From an optimization exercise on the open Yosys and OpenROAD flow, aimed at small area, a short achievable clock period and few clock cycles per item; shortcuts taken in it are not production practice. Where RTL was checked, it was by simulation tests only, not by an equivalence proof against the original. Power and IR drop assume default switching activity.

Design mesh_duplicate_filter_relay_unit, start of the top module:
module mesh_duplicate_filter_relay_unit #(
  parameter int unsigned ENTRIES = mdfr_pkg::ENTRIES_D
) (
  input  logic                        clk,
  input  logic                        rst,
  input  logic                        cfg_we,
  input  logic [mdfr_pkg::MAC_W-1:0]  cfg_wdata,    
  input  logic                        s_tvalid,
  output logic                        s_tready,
  input  logic [159:0]                s_tdata,      
  input  logic [7:0]                  s_tuser,      
  output logic                        m_tvalid,
  input  logic                        m_tready,
  output logic [7:0]                  m_tdata,      
  output logic [2:0]                  m_tuser       
);
export LEC_CHECK = 0
export ABC_AREA = 1
export CAP_MARGIN = 20
export CORE_MARGIN = 2
export CORE_UTILIZATION = 50
export CTS_BUF_LIST = sky130_fd_sc_hd__clkbuf_16
export CTS_CLUSTER_DIAMETER = 70
export CTS_CLUSTER_SIZE = 25
export HOLD_SLACK_MARGIN = 0
export SETUP_SLACK_MARGIN = 4.0
export SLEW_MARGIN = 20
export TNS_END_PERCENT = 0
create_clock -name core_clock -period 6.0 [get_ports {clk}]
standard.sh (not shown) runs the stock make flow with config.mk's settings and CLKGATE_MAP_FILE= SYNTH_SCRIPT=/design/flow/synth_recipe.tcl, a recipe that flattens the netlist after the stock synthesis.
==> flow/flow/run.sh <==
#!/bin/bash
# Standard ORFS layout with two changes: port buffers are the smallest plain buffer (the
# resizer still upsizes where timing needs it) and clock tree synthesis adds no dummy loads.
set -euo pipefail
export BUFFER_PORTS_ARGS="-buffer_cell sky130_fd_sc_hd__buf_1"
export CTS_ARGS="-sink_clustering_enable -repair_clock_nets -sink_clustering_size 25 -sink_clustering_max_diameter 70 -buf_list sky130_fd_sc_hd__clkbuf_16 -dont_use_dummy_load"
bash standard.sh finish > flow.log 2>&1
Testbench counts at the start, summed over its fixed seeds: cycles 3,216, items 3,200.
Rerun with:
CORE_UTILIZATION = 55   (was 50)
The new run completed with no timing, DRC or antenna violations. Wire length rose by 3.8%. Via count rose by 2.9%. Die area fell by 9.0%. Maximum frequency rose by 3.5%. Final cell count fell by 1.1%. Count of clock-buffer cells in the layout fell by 4. First-iteration DRC count rose by 24%. Core utilization rose by 6.1 points. Design area rose by 1.3%. Sequential cell count is unchanged. Clock power fell by about 3%.


== oak ==
Another version of the RTL of mesh_duplicate_filter_relay_unit (not shown whole).
Size in the first run: about 3400 cells after synthesis, about 1200 flip-flops, ~230 I/O pins, about 0.051 mm^2 of cells after synthesis.
clock: 6.0 ns
lec_check: 0
abc_clock_period_in_ps: 2400
cap_margin: 20
core_margin: 2
core_utilization: 65
hold_slack_margin: 0
setup_slack_margin: 3.6
slew_margin: 20
run.sh (not shown) runs the stock make flow with config.mk's settings and CLKGATE_MAP_FILE= SYNTH_SCRIPT=/design/flow/synth_recipe.tcl, a recipe that flattens the netlist after the stock synthesis.
Stock flow here: none of the scripts above is used.
Testbench counts of oak, summed over its fixed seeds: cycles 3,216, items 3,200.
Here is what was changed in the inputs of pine compared with oak.
- ABC_CLOCK_PERIOD_IN_PS no longer set, was 2400
- CTS_CLUSTER_DIAMETER now 70, previously not set
- TNS_END_PERCENT now 5, previously not set
- ABC_AREA now 1, previously not set
- CORE_UTILIZATION now 55, was 65
- CTS_CLUSTER_SIZE now 25, previously not set
- SETUP_SLACK_MARGIN now 4.2, was 3.6
- CTS_BUF_LIST now sky130_fd_sc_hd__clkbuf_16, previously not set
==> flow/flow/run.sh (new file) <==
#!/bin/bash
# Standard ORFS layout with two changes: port buffers are the smallest plain buffer (the
# resizer still upsizes where timing needs it) and clock tree synthesis adds no dummy loads.
set -euo pipefail
export BUFFER_PORTS_ARGS="-buffer_cell sky130_fd_sc_hd__buf_1"
export CTS_ARGS="-sink_clustering_enable -repair_clock_nets -sink_clustering_size 25 -sink_clustering_max_diameter 70 -buf_list sky130_fd_sc_hd__clkbuf_16 -dont_use_dummy_load"
bash standard.sh finish > flow.log 2>&1
==> flow/standard.sh (new file) <==
#!/bin/bash
# synth_recipe.tcl (not shown) runs the flow's synth.tcl, then flattens the netlist and writes it again
# the make line also repeats each setting of config.mk as NAME=value (left out here)
make -C /OpenROAD-flow-scripts/flow DESIGN_CONFIG=/design/flow/config.mk WORK_HOME=/design/flow/orfs CLKGATE_MAP_FILE= SYNTH_SCRIPT=/design/flow/synth_recipe.tcl "${@:-finish}"
removed: flow/run.sh
--- outcome ---
Post-synthesis adder-cell area fraction across oak and pine: no real change. pine contains more vias than oak. pine — placed instance count 669 higher, oak as reference. CTS clock-pin slew for the worst setup and hold paths: pine > oak. Compared with oak, in pine endpoint arrival time on the critical path has decreased; TritonCTS buffer count has decreased. Per the comparison of pine with oak, power of the clock network went down 36%, clock-buffer cell count went down 55%.
Here is what was changed in the inputs of birch compared with pine.
- ABC_CLOCK_PERIOD_IN_PS now 2700, previously not set
- TNS_END_PERCENT no longer set, was 5
- ABC_AREA no longer set, was 1
- CTS_CLUSTER_SIZE now 30, was 25
- CORE_UTILIZATION now 50, was 55
- SETUP_SLACK_MARGIN now 3.3, was 4.2
- CTS_CLUSTER_DIAMETER now 80, was 70
==> flow/run.sh (new file) <==
#!/bin/bash
# synth_recipe.tcl (not shown) runs the flow's synth.tcl, then flattens the netlist and writes it again
# the make line also repeats each setting of config.mk as NAME=value (left out here)
make -C /OpenROAD-flow-scripts/flow DESIGN_CONFIG=/design/flow/config.mk WORK_HOME=/design/flow/orfs CLKGATE_MAP_FILE= SYNTH_SCRIPT=/design/flow/synth_recipe.tcl finish
removed: flow/flow/run.sh
removed: flow/standard.sh
Findings:
- s_tdata[23] as the timing startpoint of the critical path was reported by birch, and s_tdata[106] by pine.
- pine → birch: setup clock skew after layout has decreased, initial core utilization went down by 5.4 points, routed length on met1 went up by 10%, path depth of the worst reg2reg path -7.
## Diff of input files: maple against birch
- GPL_ROUTABILITY_DRIVEN: unset -> 0
- TNS_END_PERCENT: unset -> 5
- ABC_AREA: unset -> 1
- PLACE_DENSITY: unset -> 0.7
- CTS_CLUSTER_SIZE: 30 -> 25
- SETUP_SLACK_MARGIN: 3.3 -> 4.0
- ABC_CLOCK_PERIOD_IN_PS: 2700 -> unset
- CTS_CLUSTER_DIAMETER: 80 -> 70
- CORE_UTILIZATION: 50 -> 55
==> flow/flow/run.sh (new file) <==
#!/bin/bash
# Standard ORFS layout with two changes: port buffers are the smallest plain buffer (the
# resizer still upsizes where timing needs it) and clock tree synthesis adds no dummy loads.
set -euo pipefail
export BUFFER_PORTS_ARGS="-buffer_cell sky130_fd_sc_hd__buf_1"
export CTS_ARGS="-sink_clustering_enable -repair_clock_nets -sink_clustering_size 25 -sink_clustering_max_diameter 70 -buf_list sky130_fd_sc_hd__clkbuf_16 -dont_use_dummy_load"
bash standard.sh finish > flow.log 2>&1
==> flow/standard.sh (new file) <==
#!/bin/bash
# synth_recipe.tcl (not shown) runs the flow's synth.tcl, then flattens the netlist and writes it again
# the make line also repeats each setting of config.mk as NAME=value (left out here)
make -C /OpenROAD-flow-scripts/flow DESIGN_CONFIG=/design/flow/config.mk WORK_HOME=/design/flow/orfs CLKGATE_MAP_FILE= SYNTH_SCRIPT=/design/flow/synth_recipe.tcl "${@:-finish}"
removed: flow/run.sh
Findings:
Looking at the reports, maple completed the entire flow and the layout it produced met the timing, design-rule and antenna checks.
maple reports its capturing element of the worst setup path as u_store.s_origin[8][10]$_DFFE_PP_ while birch reports u_store.hit_r[14]$_DFF_P_.
Cmp maple vs birch: post-route non-filler standard cell count higher in maple
Area of combinational cells with multiple inputs (lower): birch
Summary: with birch as the reference, power in maple moved up by a few percent.
For cell count after synthesis, dividing the value from maple by the value from birch gives 1.15.
First-pass GRT wire length in maple is about 16% below birch.
NOTE: hold slack in maple falls short of that of birch


== job 102 ==
The RTL this note starts from:
==> flow/design.v <==
package mdfr_pkg;
  localparam int unsigned MAC_W     = 48;
  localparam int unsigned ID_W      = 16;
  localparam int unsigned KIND_W    = 8;
  localparam int unsigned ACT_W     = 3;
  localparam int unsigned OCC_W     = 5;
  localparam int unsigned ENTRIES_D = 16;
  localparam logic [KIND_W-1:0] KIND_BCAST    = 8'd1;
  localparam logic [KIND_W-1:0] KIND_TARGETED = 8'd2;
  localparam logic [ACT_W-1:0] ACT_OWN      = 3'd0;
  localparam logic [ACT_W-1:0] ACT_DUP      = 3'd1;
  localparam logic [ACT_W-1:0] ACT_DELIVER  = 3'd2;
  localparam logic [ACT_W-1:0] ACT_BCAST    = 3'd3;
  localparam logic [ACT_W-1:0] ACT_TARGETED = 3'd4;
  localparam logic [ACT_W-1:0] ACT_PASS     = 3'd5;
endpackage
import mdfr_pkg::*;
module mdfr_store #(
  parameter int unsigned ENTRIES = mdfr_pkg::ENTRIES_D
) (
  input  logic                        clk,
  input  logic                        rst,
  input  logic [mdfr_pkg::MAC_W-1:0]  in_origin,
  input  logic [mdfr_pkg::ID_W-1:0]   in_id,
  input  logic                        cand,        
  output logic                        dup,         
  output logic                        ins,         
  output logic [ENTRIES-1:0]          live,        
  output logic [ENTRIES-1:0]          live_ins     
);
  logic [mdfr_pkg::MAC_W-1:0] s_origin [ENTRIES];
  logic [mdfr_pkg::ID_W-1:0]  s_id     [ENTRIES];
  logic [ENTRIES-1:0]         nz;
  logic [ENTRIES-1:0]         nz_ins;
  logic [mdfr_pkg::MAC_W-1:0] f_origin;    
  logic [mdfr_pkg::ID_W-1:0]  f_id;
  logic                       f_idnz;
  logic [ENTRIES-1:0]         hit_in;      
  logic                       hit_prev_in; 
  logic [ENTRIES-1:0]         hit_r;
  logic                       hit_prev_r;
  logic [ENTRIES-1:0]         moved;       
  logic [ENTRIES-1:0]         shen;
  logic [ENTRIES-1:0]         hit;
  always_comb begin
    for (int i = 0; i < ENTRIES; i++) begin
      hit_in[i] = (s_id[i] == in_id) && (s_origin[i] == in_origin);
    end
  end
  assign hit_prev_in = (f_id == in_id) && (f_origin == in_origin);
  always_ff @(posedge clk) begin
    f_origin   <= in_origin;
    f_id       <= in_id;
    f_idnz     <= (in_id != '0);
    hit_r      <= hit_in;
    hit_prev_r <= hit_prev_in;
    moved      <= shen;
  end
  always_comb begin
    hit[0] = live[0] && (moved[0] ? hit_prev_r : hit_r[0]);
    for (int i = 1; i < ENTRIES; i++) begin
      hit[i] = live[i] && (moved[i] ? hit_r[i-1] : hit_r[i]);
    end
  end
  assign dup = |hit;
  assign ins = cand && !dup;
  always_comb begin
    shen[0] = ins;
    for (int i = 1; i < ENTRIES; i++) begin
      shen[i] = ins && live[i-1];
    end
  end
  always_comb begin
    nz_ins[0] = f_idnz;
    for (int i = 1; i < ENTRIES; i++) begin
      nz_ins[i] = live[i-1] || nz[i];
    end
    live_ins[0] = nz_ins[0];
    for (int i = 1; i < ENTRIES; i++) begin
      live_ins[i] = live_ins[i-1] && nz_ins[i];
    end
  end
  always_ff @(posedge clk) begin
    if (shen[0]) begin
      s_origin[0] <= f_origin;
      s_id[0]     <= f_id;
    end
    for (int i = 1; i < ENTRIES; i++) begin
      if (shen[i]) begin
        s_origin[i] <= s_origin[i-1];
        s_id[i]     <= s_id[i-1];
      end
    end
  end
  always_ff @(posedge clk) begin
    if (rst) begin
      nz   <= '0;
      live <= '0;
    end else if (ins) begin
      nz   <= nz_ins;
      live <= live_ins;
    end
  end
endmodule
import mdfr_pkg::*;
module mdfr_ctrl #(
  parameter int unsigned W = 8
) (
  input  logic         clk,
  input  logic         rst,
  input  logic         take,        
  input  logic         push,
  input  logic [W-1:0] push_data,
  output logic         in_ready,
  output logic         out_valid,
  input  logic         out_ready,
  output logic [W-1:0] out_data
);
  logic [W-1:0] q1, q2;
  logic [1:0]   fc;         
  logic [1:0]   cnt;        
  logic         pop;
  logic [1:0]   fc_pop, fc_next;
  logic [2:0]   cnt_next;
  assign pop      = out_valid && out_ready;
  assign fc_pop   = fc - {1'b0, pop};
  assign fc_next  = fc_pop + {1'b0, push};
  assign cnt_next = {1'b0, cnt} + {2'b0, take} - {2'b0, pop};
  always_ff @(posedge clk) begin
    if (rst) begin
      fc        <= '0;
      cnt       <= '0;
      out_valid <= 1'b0;
      in_ready  <= 1'b1;
    end else begin
      fc        <= fc_next;
      cnt       <= cnt_next[1:0];
      out_valid <= (fc_next != 2'd0);
      in_ready  <= (cnt_next <= 3'd2);
    end
  end
  always_ff @(posedge clk) begin
    if (push && fc_pop == 2'd0) out_data <= push_data;
    else if (pop)               out_data <= q1;
    if (push && fc_pop == 2'd1) q1 <= push_data;
    else if (pop)               q1 <= q2;
    if (push && fc_pop == 2'd2) q2 <= push_data;
  end
endmodule
import mdfr_pkg::*;
module mesh_duplicate_filter_relay_unit #(
  parameter int unsigned ENTRIES = mdfr_pkg::ENTRIES_D
) (
  input  logic                        clk,
  input  logic                        rst,
  input  logic                        cfg_we,
  input  logic [mdfr_pkg::MAC_W-1:0]  cfg_wdata,    
  input  logic                        s_tvalid,
  output logic                        s_tready,
  input  logic [159:0]                s_tdata,      
  input  logic [7:0]                  s_tuser,      
  output logic                        m_tvalid,
  input  logic                        m_tready,
  output logic [7:0]                  m_tdata,      
  output logic [2:0]                  m_tuser       
);
  localparam int unsigned NP = 4;           
  localparam int unsigned PW = MAC_W / NP;
  logic [MAC_W-1:0]   self_mac;
  logic               take;
  logic [NP-1:0]      own_p_in, tgt_p_in;
  logic               v2;          
  logic [NP-1:0]      own_p2, tgt_p2;
  logic               kind_b2, kind_t2;
  logic               own2, cand2;
  logic [ACT_W-1:0]   act_new2;    
  logic               dup, ins;
  logic [ENTRIES-1:0] live, live_ins;
  logic [OCC_W-1:0]   occ;
  logic [ACT_W-1:0]   act;
  logic [7:0]         out_data;
  assign take = s_tvalid && s_tready;
  always_comb begin
    for (int k = 0; k < NP; k++) begin
      own_p_in[k] = (s_tdata[k*PW +: PW] == self_mac[k*PW +: PW]);
      tgt_p_in[k] = (s_tdata[MAC_W + k*PW +: PW] == self_mac[k*PW +: PW]);
    end
  end
  always_ff @(posedge clk) begin
    if (rst) begin
      self_mac <= '0;
      v2       <= 1'b0;
    end else begin
      if (cfg_we) self_mac <= cfg_wdata;
      v2 <= take;
    end
  end
  always_ff @(posedge clk) begin
    own_p2  <= own_p_in;
    tgt_p2  <= tgt_p_in;
    kind_b2 <= (s_tuser == KIND_BCAST);
    kind_t2 <= (s_tuser == KIND_TARGETED);
  end
  assign own2  = &own_p2;
  assign cand2 = v2 && !own2;
  always_comb begin
    if (&tgt_p2)      act_new2 = ACT_DELIVER;
    else if (kind_b2) act_new2 = ACT_BCAST;
    else if (kind_t2) act_new2 = ACT_TARGETED;
    else              act_new2 = ACT_PASS;
  end
  mdfr_store #(.ENTRIES(ENTRIES)) u_store (
    .clk       (clk),
    .rst       (rst),
    .in_origin (s_tdata[47:0]),
    .in_id     (s_tdata[111:96]),
    .cand      (cand2),
    .dup       (dup),
    .ins       (ins),
    .live      (live),
    .live_ins  (live_ins)
  );
  logic [OCC_W-1:0] occ_old, occ_new;
  always_comb begin
    occ_old = '0;
    occ_new = '0;
    for (int i = 0; i < ENTRIES - 1; i++) begin
      if (live[i] && !live[i+1])         occ_old = OCC_W'(i + 1);
      if (live_ins[i] && !live_ins[i+1]) occ_new = OCC_W'(i + 1);
    end
    if (live[ENTRIES-1])     occ_old = OCC_W'(ENTRIES);
    if (live_ins[ENTRIES-1]) occ_new = OCC_W'(ENTRIES);
  end
  assign occ     = ins ? occ_new : occ_old;
  assign act     = own2 ? ACT_OWN : (dup ? ACT_DUP : act_new2);
  mdfr_ctrl #(.W(8)) u_ctrl (
    .clk       (clk),
    .rst       (rst),
    .take      (take),
    .push      (v2),
    .push_data ({act, occ}),
    .in_ready  (s_tready),
    .out_valid (m_tvalid),
    .out_ready (m_tready),
    .out_data  (out_data)
  );
  assign m_tuser = out_data[7:5];
  assign m_tdata = {3'b000, out_data[4:0]};
endmodule
clock: 6.0 ns
lec_check: 0
abc_area: 1
cap_margin: 20
core_margin: 2
core_utilization: 55
cts_buf_list: sky130_fd_sc_hd__clkbuf_16
cts_cluster_diameter: 70
cts_cluster_size: 25
hold_slack_margin: 0
setup_slack_margin: 4.0
slew_margin: 20
tns_end_percent: 5
standard.sh (not shown) runs the stock make flow with config.mk's settings and CLKGATE_MAP_FILE= SYNTH_SCRIPT=/design/flow/synth_recipe.tcl, a recipe that flattens the netlist after the stock synthesis.
==> flow/flow/run.sh <==
#!/bin/bash
# Standard ORFS layout with two changes: port buffers are the smallest plain buffer (the
# resizer still upsizes where timing needs it) and clock tree synthesis adds no dummy loads.
set -euo pipefail
export BUFFER_PORTS_ARGS="-buffer_cell sky130_fd_sc_hd__buf_1"
export CTS_ARGS="-sink_clustering_enable -repair_clock_nets -sink_clustering_size 25 -sink_clustering_max_diameter 70 -buf_list sky130_fd_sc_hd__clkbuf_16 -dont_use_dummy_load"
bash standard.sh finish > flow.log 2>&1
Setup changes, job 102 to job 104
--- a/flow/config.mk
+++ b/flow/config.mk
@@ -16,3 +16,3 @@
 export SETUP_SLACK_MARGIN = 4.0
 export SLEW_MARGIN = 20
-export TNS_END_PERCENT = 5
+export TNS_END_PERCENT = 0
Results
Changes observed in job 104 relative to job 102: multi-input gate area in the final layout down 370 um2; number of gates resized after cts moved up; global-route track usage on met1 saw a decrease.
No functional check of the RTL was part of any run of this note.

## re-timing with driven ports
The results above use ideal ports. As a check the final layouts listed here were re-extracted and re-timed, cells and wires unchanged. Step 1 assumes that a clkbuf_16 drives the clock port and a buf_2 every other input. Step 2, shift: input delay + t, output delay - t, t = (earliest + latest rising clock arrival at the registers) / 2. This alone moves slack from input paths to output paths. Three values: ideal ports, drivers, drivers and shift; two values: the first two.
run	shift t [ns]	slack for setup (ns)	clock arrival spread, ns
the first run of note 1	0.707	3.494 / 3.541 / 2.835	0.100 / 0.099
the second run of note 1	0.702	3.579 / 3.614 / 2.914	0.054 / 0.055
oak	0.760	3.376 / 3.376 / 2.752	0.032 / 0.032
pine	0.703	3.561 / 3.588 / 2.903	0.058 / 0.059
birch	0.766	3.142 / 3.176 / 2.411	0.041 / 0.041
maple	0.688	3.573 / 3.573 / 2.952	0.064 / 0.065
job 102	0.726	3.478 / 3.480 / 2.813	0.065 / 0.065
job 104	0.718	3.531 / 3.561 / 2.852	0.039 / 0.039
After both steps setup and hold are still met in every run listed. The setup slack of birch, which loses most, moves by +0.034 ns with the drivers and by -0.731 ns with both steps.
